From an optimization exercise on the open Yosys and OpenROAD flow, aimed at small area; shortcuts taken in it are not production practice. The RTL was checked by simulation tests, not by an equivalence proof against the original design. Power is estimated from default activity; no workload was simulated.

==> build 59 <==
==> flow/design.v <==
package rv32Pkg;
    typedef logic [32-1:0]         word_t;
    typedef logic [$clog2(32)-1:0] regIdx_t;
endpackage
`timescale 1ns/100ps
module instrDecoder (
    input  rv32Pkg::word_t instr,
    output logic           isAlu,
    output logic           isBranch
);
    logic [6:0] opcode;
    logic [2:0] funct3;
    logic [6:0] funct7;
    logic       f7Base;
    logic       f7Alt;
    assign opcode = instr[6:0];
    assign funct3 = instr[14:12];
    assign funct7 = instr[31:25];
    assign f7Base = (funct7 == 7'b0000000);
    assign f7Alt  = (funct7 == 7'b0100000);
    always_comb begin
        isAlu    = 1'b0;
        isBranch = 1'b0;
        case (opcode)
            7'b0110011:
                isAlu = f7Base || (f7Alt && (funct3 == 3'b000 || funct3 == 3'b101));
            7'b0010011:
                case (funct3)
                    3'b001:  isAlu = f7Base;
                    3'b101:  isAlu = f7Base || f7Alt;
                    default: isAlu = 1'b1;
                endcase
            7'b0110111,
            7'b0010111:  isAlu = 1'b1;
            7'b1100011: isBranch = (funct3[2:1] != 2'b01);
            default: ;
        endcase
    end
endmodule
`timescale 1ns/100ps
module rfAoi3 (
    input  logic [2:0] sel,
    input  logic [2:0] d,
    output logic       qn
);
    assign qn = !(|(sel & d));
endmodule
module rfJoin (
    input  logic [10:0] qn,
    output logic        q_n
);
    assign q_n = &qn;
endmodule
module rfReadBit (
    input  logic [32:0] sel,
    input  logic [32:0] d,
    output logic        q_n
);
    logic [10:0] qn;
    for (genvar g = 0; g < 11; g++) begin : gGrp
        rfAoi3 iAoi (
            .sel (sel[3*g+2:3*g]),
            .d   (d[3*g+2:3*g]),
            .qn  (qn[g])
        );
    end
    rfJoin iJoin (
        .qn  (qn),
        .q_n (q_n)
    );
endmodule
module selAnd3 (
    input  logic lo,
    input  logic hi,
    input  logic en,
    output logic sel
);
    assign sel = lo && hi && en;
endmodule
`timescale 1ns/100ps
module gpNode (
    input  logic gh,
    input  logic ph,
    input  logic gl,
    input  logic pl,
    output logic go,
    output logic po
);
    assign go = gh || (ph && gl);
    assign po = ph && pl;
endmodule
module gNode (
    input  logic gh,
    input  logic ph,
    input  logic gl,
    output logic go
);
    assign go = gh || (ph && gl);
endmodule
module prefixCarry #(
    parameter int W = 32
) (
    input  logic [W-1:0] g,
    input  logic [W-1:0] p,
    input  logic         cin,
    output logic [W:0]   c
);
    localparam int L = $clog2(W);
    logic [W-1:0] gs [0:L];
    logic [W-1:0] ps [0:L];
    gNode iCin (.gh(g[0]), .ph(p[0]), .gl(cin), .go(gs[0][0]));
    assign gs[0][W-1:1] = g[W-1:1];
    assign ps[0]        = p;
    for (genvar k = 1; k <= L; k++) begin : gLvl
        for (genvar i = 0; i < W; i++) begin : gBit
            localparam int J = ((i >> (k-1)) << (k-1)) - 1;
            if ((i >> (k-1)) % 2 == 1) begin : gN
                if (k == L || ((i >> k) % 2 == 0 && (i >> k) == 0)) begin : gG
                    gNode iN (
                        .gh (gs[k-1][i]),
                        .ph (ps[k-1][i]),
                        .gl (gs[k-1][J]),
                        .go (gs[k][i])
                    );
                    assign ps[k][i] = 1'b0;
                end else begin : gGP
                    gpNode iN (
                        .gh (gs[k-1][i]),
                        .ph (ps[k-1][i]),
                        .gl (gs[k-1][J]),
                        .pl (ps[k-1][J]),
                        .go (gs[k][i]),
                        .po (ps[k][i])
                    );
                end
            end else begin : gPass
                assign gs[k][i] = gs[k-1][i];
                assign ps[k][i] = ps[k-1][i];
            end
        end
    end
    assign c[0]   = cin;
    assign c[W:1] = gs[L];
endmodule
module and4 (
    input  logic [3:0] a,
    output logic       y
);
    assign y = &a;
endmodule
module aoSel4 (
    input  logic [3:0] sel,
    input  logic [3:0] d,
    output logic       q
);
    assign q = |(sel & d);
endmodule
module aoSel6 (
    input  logic [5:0] sel,
    input  logic [5:0] d,
    output logic       q
);
    assign q = |(sel & d);
endmodule
module shifter (
    input  logic [31:0] a_n,
    input  logic [4:0]  amt,
    input  logic        left,
    input  logic        arith,
    output logic [31:0] q
);
    logic [31:0] in;
    logic        fill;
    logic [3:0]  s0;
    logic [3:0]  s1;
    logic [34:0] x0;
    logic [31:0] x1;
    logic [43:0] x1e;
    logic [31:0] x2;
    always_comb begin
        for (int i = 0; i < 32; i++) begin
            in[i] = !(left ? a_n[31-i] : a_n[i]);
        end
    end
    assign fill = arith && !left && !a_n[31];
    always_comb begin
        for (int k = 0; k < 4; k++) begin
            s0[k] = (amt[1:0] == k);
            s1[k] = (amt[3:2] == k);
        end
    end
    assign x0 = {{3{fill}}, in};
    for (genvar i = 0; i < 32; i++) begin : gL0
        aoSel4 iS (.sel(s0), .d(x0[i+3:i]), .q(x1[i]));
    end
    assign x1e = {{12{fill}}, x1};
    for (genvar i = 0; i < 32; i++) begin : gL1
        aoSel4 iS (.sel(s1), .d({x1e[i+12], x1e[i+8], x1e[i+4], x1e[i]}), .q(x2[i]));
    end
    always_comb begin
        for (int i = 0; i < 32; i++) begin
            q[i] = amt[4] ? ((i < 16) ? x2[i+16] : fill) : x2[i];
        end
    end
endmodule
module branchTarget (
    input  logic [31:0] pc,
    input  logic [12:1] imm,
    output logic [31:0] t
);
    logic [11:0] g;
    logic [11:0] p;
    logic [12:0] c;
    logic [18:0] hi;
    logic [18:0] allOne;
    logic [18:0] allZero;
    logic        up;
    logic        down;
    assign g = pc[12:1] & imm;
    assign p = pc[12:1] ^ imm;
    prefixCarry #(.W(12)) iCarry (
        .g   (g),
        .p   (p),
        .cin (1'b0),
        .c   (c)
    );
    assign t[0]    = pc[0];
    assign t[12:1] = p ^ c[11:0];
    assign hi   = pc[31:13];
    assign up   = c[12] && !imm[12];
    assign down = !c[12] && imm[12];
    always_comb begin
        allOne[0]  = 1'b1;
        allZero[0] = 1'b1;
        for (int i = 1; i < 19; i++) begin
            allOne[i]  = allOne[i-1] && hi[i-1];
            allZero[i] = allZero[i-1] && !hi[i-1];
        end
    end
    assign t[31:13] = hi ^ ((allOne & {19{up}}) | (allZero & {19{down}}));
endmodule
module aluUnit (
    input  rv32Pkg::word_t instr,
    input  rv32Pkg::word_t pc,
    input  rv32Pkg::word_t opA_n,
    input  rv32Pkg::word_t opB_n,
    output rv32Pkg::word_t res,
    output logic           taken
);
    rv32Pkg::word_t opA;
    rv32Pkg::word_t opB;
    logic [2:0]     funct3;
    logic           isU;
    logic           isBr;
    logic           isAlu;
    logic           sub;
    rv32Pkg::word_t target;
    rv32Pkg::word_t bx;
    rv32Pkg::word_t p;
    rv32Pkg::word_t g;
    logic [32:0]    c;
    rv32Pkg::word_t sum;
    logic           ltU;
    logic           ltS;
    logic           eq;
    rv32Pkg::word_t shOut;
    rv32Pkg::word_t shRev;
    logic [5:0]     sel;
    logic           selLt;
    assign opA    = ~opA_n;
    assign opB    = ~opB_n;
    assign funct3 = instr[14:12];
    assign isU    = instr[2];
    assign isBr   = instr[6];
    assign isAlu  = !instr[6] && !instr[2];
    assign sub = !isU && (isBr || (!funct3[2] && (funct3[1] || (instr[5] && instr[30]))));
    assign bx  = opB ^ {32{sub}};
    assign p   = opA ^ bx;
    assign g   = opA & bx;
    prefixCarry #(.W(32)) iCarry (
        .g   (g),
        .p   (p),
        .cin (sub),
        .c   (c)
    );
    assign sum = p ^ c[31:0];
    assign ltU = !c[32];
    assign ltS = ltU ^ opA[31] ^ opB[31];
    logic [7:0] eq8;
    logic [1:0] eq2;
    for (genvar i = 0; i < 8; i++) begin : gEq8
        and4 iA (.a(p[4*i+3:4*i]), .y(eq8[i]));
    end
    for (genvar i = 0; i < 2; i++) begin : gEq2
        and4 iA (.a(eq8[4*i+3:4*i]), .y(eq2[i]));
    end
    assign eq = &eq2;
    always_comb begin
        case (funct3[2:1])
            2'b00:   taken = eq;
            2'b10:   taken = ltS;
            default: taken = ltU;
        endcase
        taken = taken ^ funct3[0];
    end
    shifter iShift (
        .a_n   (opA_n),
        .amt   (opB[4:0]),
        .left  (!funct3[2]),
        .arith (instr[30]),
        .q     (shOut)
    );
    always_comb begin
        for (int i = 0; i < 32; i++) begin
            shRev[i] = shOut[31-i];
        end
    end
    branchTarget iTarget (
        .pc  (pc),
        .imm ({instr[31], instr[7], instr[30:25], instr[11:8]}),
        .t   (target)
    );
    assign sel[0] = isU || (isAlu && funct3 == 3'b000);
    assign sel[1] = isAlu && (funct3 == 3'b100 || funct3 == 3'b110);
    assign sel[2] = isAlu && funct3[2:1] == 2'b11;
    assign sel[3] = isAlu && funct3 == 3'b001;
    assign sel[4] = isAlu && funct3 == 3'b101;
    assign sel[5] = isBr;
    assign selLt  = isAlu && funct3[2:1] == 2'b01;
    for (genvar i = 0; i < 32; i++) begin : gRes
        logic r;
        aoSel6 iR (
            .sel (sel),
            .d   ({target[i], shOut[i], shRev[i], g[i], p[i], sum[i]}),
            .q   (r)
        );
        if (i == 0) begin : gLt
            assign res[i] = r || (selLt && (funct3[0] ? ltU : ltS));
        end else begin : gBit
            assign res[i] = r;
        end
    end
endmodule
`timescale 1ns/100ps
module execCore (
    input  logic             clk,
    input  logic             rst,
    input  logic             instValid,
    input  rv32Pkg::word_t   instr,
    input  rv32Pkg::word_t   pc,
    output logic             resultValid,
    output rv32Pkg::word_t   result,
    output rv32Pkg::regIdx_t resultRd,
    output logic             branchValid,
    output logic             branchTaken,
    output rv32Pkg::word_t   branchTarget,
    output logic             illegal
);
    logic                isAlu;
    logic                isBranch;
    rv32Pkg::regIdx_t    rs1;
    rv32Pkg::regIdx_t    rs2;
    rv32Pkg::regIdx_t    rd;
    logic                useRs1;
    logic                useRs2;
    logic                usePc;
    rv32Pkg::word_t      imm;
    rv32Pkg::word_t      opA_n;
    rv32Pkg::word_t      opB_n;
    rv32Pkg::word_t      res;
    logic                taken;
    rv32Pkg::word_t      outData;
    rv32Pkg::word_t      regs [1:32-1];
    rv32Pkg::word_t      wd;
    logic [32-1:1] pend;
    logic [32-1:1] we;
    logic [32-1:1] sel1L;
    logic [32-1:1] sel1H;
    logic [32-1:1] sel2L;
    logic [32-1:1] sel2H;
    logic                byp1;
    logic                byp2;
    assign rs1 = instr[19:15];
    assign rs2 = instr[24:20];
    assign rd  = instr[11:7];
    instrDecoder iDecoder (
        .instr    (instr),
        .isAlu    (isAlu),
        .isBranch (isBranch)
    );
    assign useRs1 = !instr[2];
    assign usePc  = instr[2] && !instr[5];
    assign useRs2 = instr[5] && !instr[2];
    assign imm    = instr[2] ? {instr[31:12], 12'b0} : {{20{instr[31]}}, instr[31:20]};
    assign wd = outData & {32{~rst}};
    logic [3:0]          lo1;
    logic [3:0]          lo2;
    logic [7:0]          hi1;
    logic [7:0]          hi2;
    logic [32-1:1] free;
    always_comb begin
        for (int k = 0; k < 4; k++) begin
            lo1[k] = (rs1[1:0] == k);
            lo2[k] = (rs2[1:0] == k);
        end
        for (int k = 0; k < 8; k++) begin
            hi1[k] = useRs1 && (rs1[4:2] == k);
            hi2[k] = useRs2 && (rs2[4:2] == k);
        end
    end
    always_comb begin
        for (int i = 1; i < 32; i++) begin
            pend[i] = resultValid && (resultRd == i);
            we[i]   = rst || pend[i];
            free[i] = !pend[i];
        end
    end
    for (genvar i = 1; i < 32; i++) begin : gSel
        selAnd3 iSel1L (.lo(lo1[i%4]), .hi(hi1[i/4]), .en(free[i]), .sel(sel1L[i]));
        selAnd3 iSel1H (.lo(lo1[i%4]), .hi(hi1[i/4]), .en(free[i]), .sel(sel1H[i]));
        selAnd3 iSel2L (.lo(lo2[i%4]), .hi(hi2[i/4]), .en(free[i]), .sel(sel2L[i]));
        selAnd3 iSel2H (.lo(lo2[i%4]), .hi(hi2[i/4]), .en(free[i]), .sel(sel2H[i]));
    end
    assign byp1 = useRs1 && resultValid && (rs1 == resultRd) && (rs1 != '0);
    assign byp2 = useRs2 && resultValid && (rs2 == resultRd) && (rs2 != '0);
    always_ff @(posedge clk) begin
        for (int i = 1; i < 32; i++) begin
            if (we[i]) begin
                regs[i] <= wd;
            end
        end
    end
    for (genvar b = 0; b < 32; b++) begin : gRead
        logic [32-1:1] col;
        for (genvar r = 1; r < 32; r++) begin : gCol
            assign col[r] = regs[r][b];
        end
        rfReadBit iRd1 (
            .sel ({byp1, usePc, (b < 16) ? sel1L : sel1H}),
            .d   ({outData[b], pc[b], col}),
            .q_n (opA_n[b])
        );
        rfReadBit iRd2 (
            .sel ({byp2, !useRs2, (b < 16) ? sel2L : sel2H}),
            .d   ({outData[b], imm[b], col}),
            .q_n (opB_n[b])
        );
    end
    aluUnit iAlu (
        .instr (instr),
        .pc    (pc),
        .opA_n (opA_n),
        .opB_n (opB_n),
        .res   (res),
        .taken (taken)
    );
    always_ff @(posedge clk) begin
        if (rst) begin
            resultValid <= 1'b0;
            branchValid <= 1'b0;
            illegal     <= 1'b0;
        end else begin
            resultValid <= instValid && isAlu;
            branchValid <= instValid && isBranch;
            illegal     <= instValid && !isAlu && !isBranch;
        end
    end
    always_ff @(posedge clk) begin
        outData     <= res;
        resultRd    <= rd;
        branchTaken <= taken;
    end
    assign result       = outData;
    assign branchTarget = outData;
endmodule
==> flow/flow/run.sh <==
#!/bin/bash
# Standard ORFS layout (the standard.sh, standard synthesis unchanged) with:
#  - port buffers from a plain buf_2 rather than the library's delay buffer
#  - CTS without dummy balancing loads, clusters of at most 30 sinks / 80 um
#  - resizing not restricted to cells of the same footprint, so timing repair
#    can upsize a weak gate instead of leaving the path short of its margin
# The make run's full output goes to flow_make.log in the work folder.
set -euo pipefail
cd "$(dirname "$0")/.."
CTS="-sink_clustering_enable -repair_clock_nets -dont_use_dummy_load"
CTS="$CTS -sink_clustering_size 30 -sink_clustering_max_diameter 80"
CTS="$CTS -buf_list {sky130_fd_sc_hd__clkbuf_8 sky130_fd_sc_hd__clkbuf_16}"
bash standard.sh \
    "BUFFER_PORTS_ARGS=-buffer_cell sky130_fd_sc_hd__buf_2" \
    "CTS_ARGS=$CTS" \
    "MATCH_CELL_FOOTPRINT=0" \
    finish > flow_make.log 2>&1
==> flow/standard.sh <==
#!/bin/bash
# synth_recipe.tcl (not shown) runs the flow's synth.tcl, then flattens the netlist and writes it again
# the make line also repeats each setting of config.mk as NAME=value (left out here)
make -C /OpenROAD-flow-scripts/flow DESIGN_CONFIG=/design/flow/config.mk WORK_HOME=/design/flow/orfs CLKGATE_MAP_FILE= SYNTH_SCRIPT=/design/flow/synth_recipe.tcl "${@:-finish}"
==> flow/config.mk <==
export PLATFORM = sky130hd
export DESIGN_NAME = execCore
export DESIGN_NICKNAME = execCore
export VERILOG_FILES = /design/flow/design.v
export SDC_FILE = /design/flow/constraint.sdc
export NUM_CORES = 4
export LEC_CHECK = 0
export CAP_MARGIN = 20
export CORE_MARGIN = 2
export CORE_UTILIZATION = 55
export GPL_TIMING_DRIVEN = 0
export SETUP_SLACK_MARGIN = 0.3
export SLEW_MARGIN = 20
export SYNTH_HIERARCHICAL = 1
==> flow/constraint.sdc <==
create_clock -name core_clock -period 7.0 [get_ports {clk}]
set_input_delay 1.4000 -clock core_clock [delete_from_list [all_inputs] [get_ports {clk}]]
set_output_delay 1.4000 -clock core_clock [all_outputs]
set_load 0.01 [all_outputs]
==> build 76: changes against build 59 <==
--- a/flow/design.v
+++ b/flow/design.v
@@ -398,5 +398,6 @@
     logic [7:0]          hi1;
     logic [7:0]          hi2;
-    logic [32-1:1] free;
+    logic [32-1:1] en1;
+    logic [32-1:1] en2;
     always_comb begin
         for (int k = 0; k < 4; k++) begin
@@ -405,6 +406,6 @@
         end
         for (int k = 0; k < 8; k++) begin
-            hi1[k] = useRs1 && (rs1[4:2] == k);
-            hi2[k] = useRs2 && (rs2[4:2] == k);
+            hi1[k] = (rs1[4:2] == k);
+            hi2[k] = (rs2[4:2] == k);
         end
     end
@@ -413,12 +414,13 @@
             pend[i] = resultValid && (resultRd == i);
             we[i]   = rst || pend[i];
-            free[i] = !pend[i];
+            en1[i]  = useRs1 && !pend[i];
+            en2[i]  = useRs2 && !pend[i];
         end
     end
     for (genvar i = 1; i < 32; i++) begin : gSel
-        selAnd3 iSel1L (.lo(lo1[i%4]), .hi(hi1[i/4]), .en(free[i]), .sel(sel1L[i]));
-        selAnd3 iSel1H (.lo(lo1[i%4]), .hi(hi1[i/4]), .en(free[i]), .sel(sel1H[i]));
-        selAnd3 iSel2L (.lo(lo2[i%4]), .hi(hi2[i/4]), .en(free[i]), .sel(sel2L[i]));
-        selAnd3 iSel2H (.lo(lo2[i%4]), .hi(hi2[i/4]), .en(free[i]), .sel(sel2H[i]));
+        selAnd3 iSel1L (.lo(lo1[i%4]), .hi(hi1[i/4]), .en(en1[i]), .sel(sel1L[i]));
+        selAnd3 iSel1H (.lo(lo1[i%4]), .hi(hi1[i/4]), .en(en1[i]), .sel(sel1H[i]));
+        selAnd3 iSel2L (.lo(lo2[i%4]), .hi(hi2[i/4]), .en(en2[i]), .sel(sel2L[i]));
+        selAnd3 iSel2H (.lo(lo2[i%4]), .hi(hi2[i/4]), .en(en2[i]), .sel(sel2H[i]));
     end
     assign byp1 = useRs1 && resultValid && (rs1 == resultRd) && (rs1 != '0);
==> flow/flow/run.sh (replaced) <==
#!/bin/bash
# Standard ORFS layout (the standard.sh, standard synthesis unchanged) with:
#  - port buffers from a plain buf_1 rather than the library's delay buffer
#  - CTS without dummy balancing loads

# Each make run's full output goes to its own log file in the work folder.
set -euo pipefail
cd "$(dirname "$0")/.."
CTS="-sink_clustering_enable -repair_clock_nets -dont_use_dummy_load"
CTS="$CTS -sink_clustering_size ${CTS_SIZE:-30} -sink_clustering_max_diameter ${CTS_DIAM:-75}"
CTS="$CTS -buf_list {sky130_fd_sc_hd__clkbuf_8 sky130_fd_sc_hd__clkbuf_16}"
bash standard.sh \
    "BUFFER_PORTS_ARGS=-buffer_cell sky130_fd_sc_hd__buf_1" \
    "CTS_ARGS=$CTS" \
    finish > flow_make.log 2>&1
--- a/flow/config.mk
+++ b/flow/config.mk
@@ -8,7 +8,7 @@
 export CAP_MARGIN = 20
 export CORE_MARGIN = 2
-export CORE_UTILIZATION = 55
+export CORE_UTILIZATION = 65
 export GPL_TIMING_DRIVEN = 0
-export SETUP_SLACK_MARGIN = 0.3
+export SETUP_SLACK_MARGIN = 0.25
 export SLEW_MARGIN = 20
 export SYNTH_HIERARCHICAL = 1
==> trial 40: changes against build 59 <==
--- a/flow/design.v
+++ b/flow/design.v
@@ -398,5 +398,6 @@
     logic [7:0]          hi1;
     logic [7:0]          hi2;
-    logic [32-1:1] free;
+    logic [32-1:1] en1;
+    logic [32-1:1] en2;
     always_comb begin
         for (int k = 0; k < 4; k++) begin
@@ -405,6 +406,6 @@
         end
         for (int k = 0; k < 8; k++) begin
-            hi1[k] = useRs1 && (rs1[4:2] == k);
-            hi2[k] = useRs2 && (rs2[4:2] == k);
+            hi1[k] = (rs1[4:2] == k);
+            hi2[k] = (rs2[4:2] == k);
         end
     end
@@ -413,12 +414,13 @@
             pend[i] = resultValid && (resultRd == i);
             we[i]   = rst || pend[i];
-            free[i] = !pend[i];
+            en1[i]  = useRs1 && !pend[i];
+            en2[i]  = useRs2 && !pend[i];
         end
     end
     for (genvar i = 1; i < 32; i++) begin : gSel
-        selAnd3 iSel1L (.lo(lo1[i%4]), .hi(hi1[i/4]), .en(free[i]), .sel(sel1L[i]));
-        selAnd3 iSel1H (.lo(lo1[i%4]), .hi(hi1[i/4]), .en(free[i]), .sel(sel1H[i]));
-        selAnd3 iSel2L (.lo(lo2[i%4]), .hi(hi2[i/4]), .en(free[i]), .sel(sel2L[i]));
-        selAnd3 iSel2H (.lo(lo2[i%4]), .hi(hi2[i/4]), .en(free[i]), .sel(sel2H[i]));
+        selAnd3 iSel1L (.lo(lo1[i%4]), .hi(hi1[i/4]), .en(en1[i]), .sel(sel1L[i]));
+        selAnd3 iSel1H (.lo(lo1[i%4]), .hi(hi1[i/4]), .en(en1[i]), .sel(sel1H[i]));
+        selAnd3 iSel2L (.lo(lo2[i%4]), .hi(hi2[i/4]), .en(en2[i]), .sel(sel2L[i]));
+        selAnd3 iSel2H (.lo(lo2[i%4]), .hi(hi2[i/4]), .en(en2[i]), .sel(sel2H[i]));
     end
     assign byp1 = useRs1 && resultValid && (rs1 == resultRd) && (rs1 != '0);
==> flow/flow/run.sh (replaced) <==
#!/bin/bash
# Standard ORFS layout (the standard.sh, standard synthesis unchanged) with:
#  - port buffers from a plain buf_2 rather than the library's delay buffer
#  - CTS without dummy balancing loads

# Each make run's full output goes to its own log file in the work folder.
set -euo pipefail
cd "$(dirname "$0")/.."
CTS="-sink_clustering_enable -repair_clock_nets -dont_use_dummy_load"
CTS="$CTS -sink_clustering_size ${CTS_SIZE:-30} -sink_clustering_max_diameter ${CTS_DIAM:-70}"
CTS="$CTS -buf_list {sky130_fd_sc_hd__clkbuf_8 sky130_fd_sc_hd__clkbuf_16}"
bash standard.sh \
    "BUFFER_PORTS_ARGS=-buffer_cell sky130_fd_sc_hd__buf_2" \
    "CTS_ARGS=$CTS" \
    finish > flow_make.log 2>&1
--- a/flow/config.mk
+++ b/flow/config.mk
@@ -10,5 +10,5 @@
 export CORE_UTILIZATION = 55
 export GPL_TIMING_DRIVEN = 0
-export SETUP_SLACK_MARGIN = 0.3
+export SETUP_SLACK_MARGIN = 0.35
 export SLEW_MARGIN = 20
 export SYNTH_HIERARCHICAL = 1
==> comparison <==
First-iteration DRC count: trial 40 < build 59 < build 76. Clock-buffer cell count, lowest first: build 76, build 59, trial 40. Core utilization: build 76 > build 59 > trial 40. Clock skew, highest first: build 76, trial 40, build 59. Critical path depth: build 76 is lower than trial 40 (4). The lowest wire length belongs to build 59, the highest to trial 40. Clock power: build 76 < build 59 < trial 40. Setup slack: trial 40 > build 59 > build 76.
==> figures <==
Outcome: build 59 complete, no violations; trial 40 complete, no violations; build 76 complete, no violations
Power attributed to sequential cells: build 59 0.00876 W; trial 40 0.00877 W; build 76 0.00882 W
Pin count of the biggest net entering global routing: build 59 39; trial 40 39; build 76 33
Filler cells: build 59 6644; trial 40 6726; build 76 4807
Number of input and output port buffers inserted: build 59 133; trial 40 135; build 76 135
Number of optimization iterations in the first detailed-route pass: build 59 15; trial 40 13; build 76 15
Vias post-DR: build 59 38820; trial 40 39000; build 76 40490
Fraction of met2 tracks used by global routing: build 59 62.32%; trial 40 61.89%; build 76 70.18%
Register fraction of the total cell area: build 59 56.51%; trial 40 57.02%; build 76 57.56%
Fraction of the mapped netlist area in adder cells: build 59 1.181%; trial 40 1.174%; build 76 1.174%
ANT cells: build 59 8; trial 40 0; build 76 4
Mux cell area share after synthesis: build 59 1.088%; trial 40 1.082%; build 76 1.082%
Clock skew: build 59 0.09804 ns; trial 40 0.1309 ns; build 76 0.1345 ns
Reg power frac: build 59 57.7%; trial 40 57.3%; build 76 58.4%
Reg2Reg Setup Slack: build 59 0.37 ns; trial 40 0.59 ns; build 76 0.43 ns
Sum of met2 wire segment lengths after detailed routing: build 59 83.35 mm; trial 40 82.60 mm; build 76 79.66 mm
X dimension of the die: build 59 301.7 um; trial 40 302.5 um; build 76 278.6 um

==> port drivers added, routing unchanged <==
The results above use ideal ports. As a check the final layouts listed here were re-extracted and re-timed, cells and wires unchanged.
Step 1 (the two cells are an assumption about what drives the block):
set clk [get_ports {clk}]
set_driving_cell -lib_cell sky130_fd_sc_hd__clkbuf_16 $clk
set_driving_cell -lib_cell sky130_fd_sc_hd__buf_2 [delete_from_list [all_inputs] $clk]
Step 2, shift: input delay + t, output delay - t, t = (earliest + latest rising clock arrival at the registers) / 2. This alone moves slack from input paths to output paths.
Three values: ideal, step 1, step 2; two values: the first two.
run | t (ns) | setup slack, ns | hold slack, ns | worst slew at a driven data input, ns
build 59 | 0.705 | 0.206 / 0.254 / -0.451 | 0.725 / 0.725 / 0.725 | 0.13
build 76 | 0.691 | 0.138 / 0.177 / -0.514 | 0.738 / 0.738 / 0.738 | 0.12
trial 40 | 0.721 | 0.221 / 0.263 / -0.458 | 0.707 / 0.707 / 0.707 | 0.12
With both steps, setup timing fails in every run listed, where it was met with ideal ports. For trial 40, which loses most, drivers alone change the setup slack by +0.042 ns; drivers and shift together by -0.679 ns.
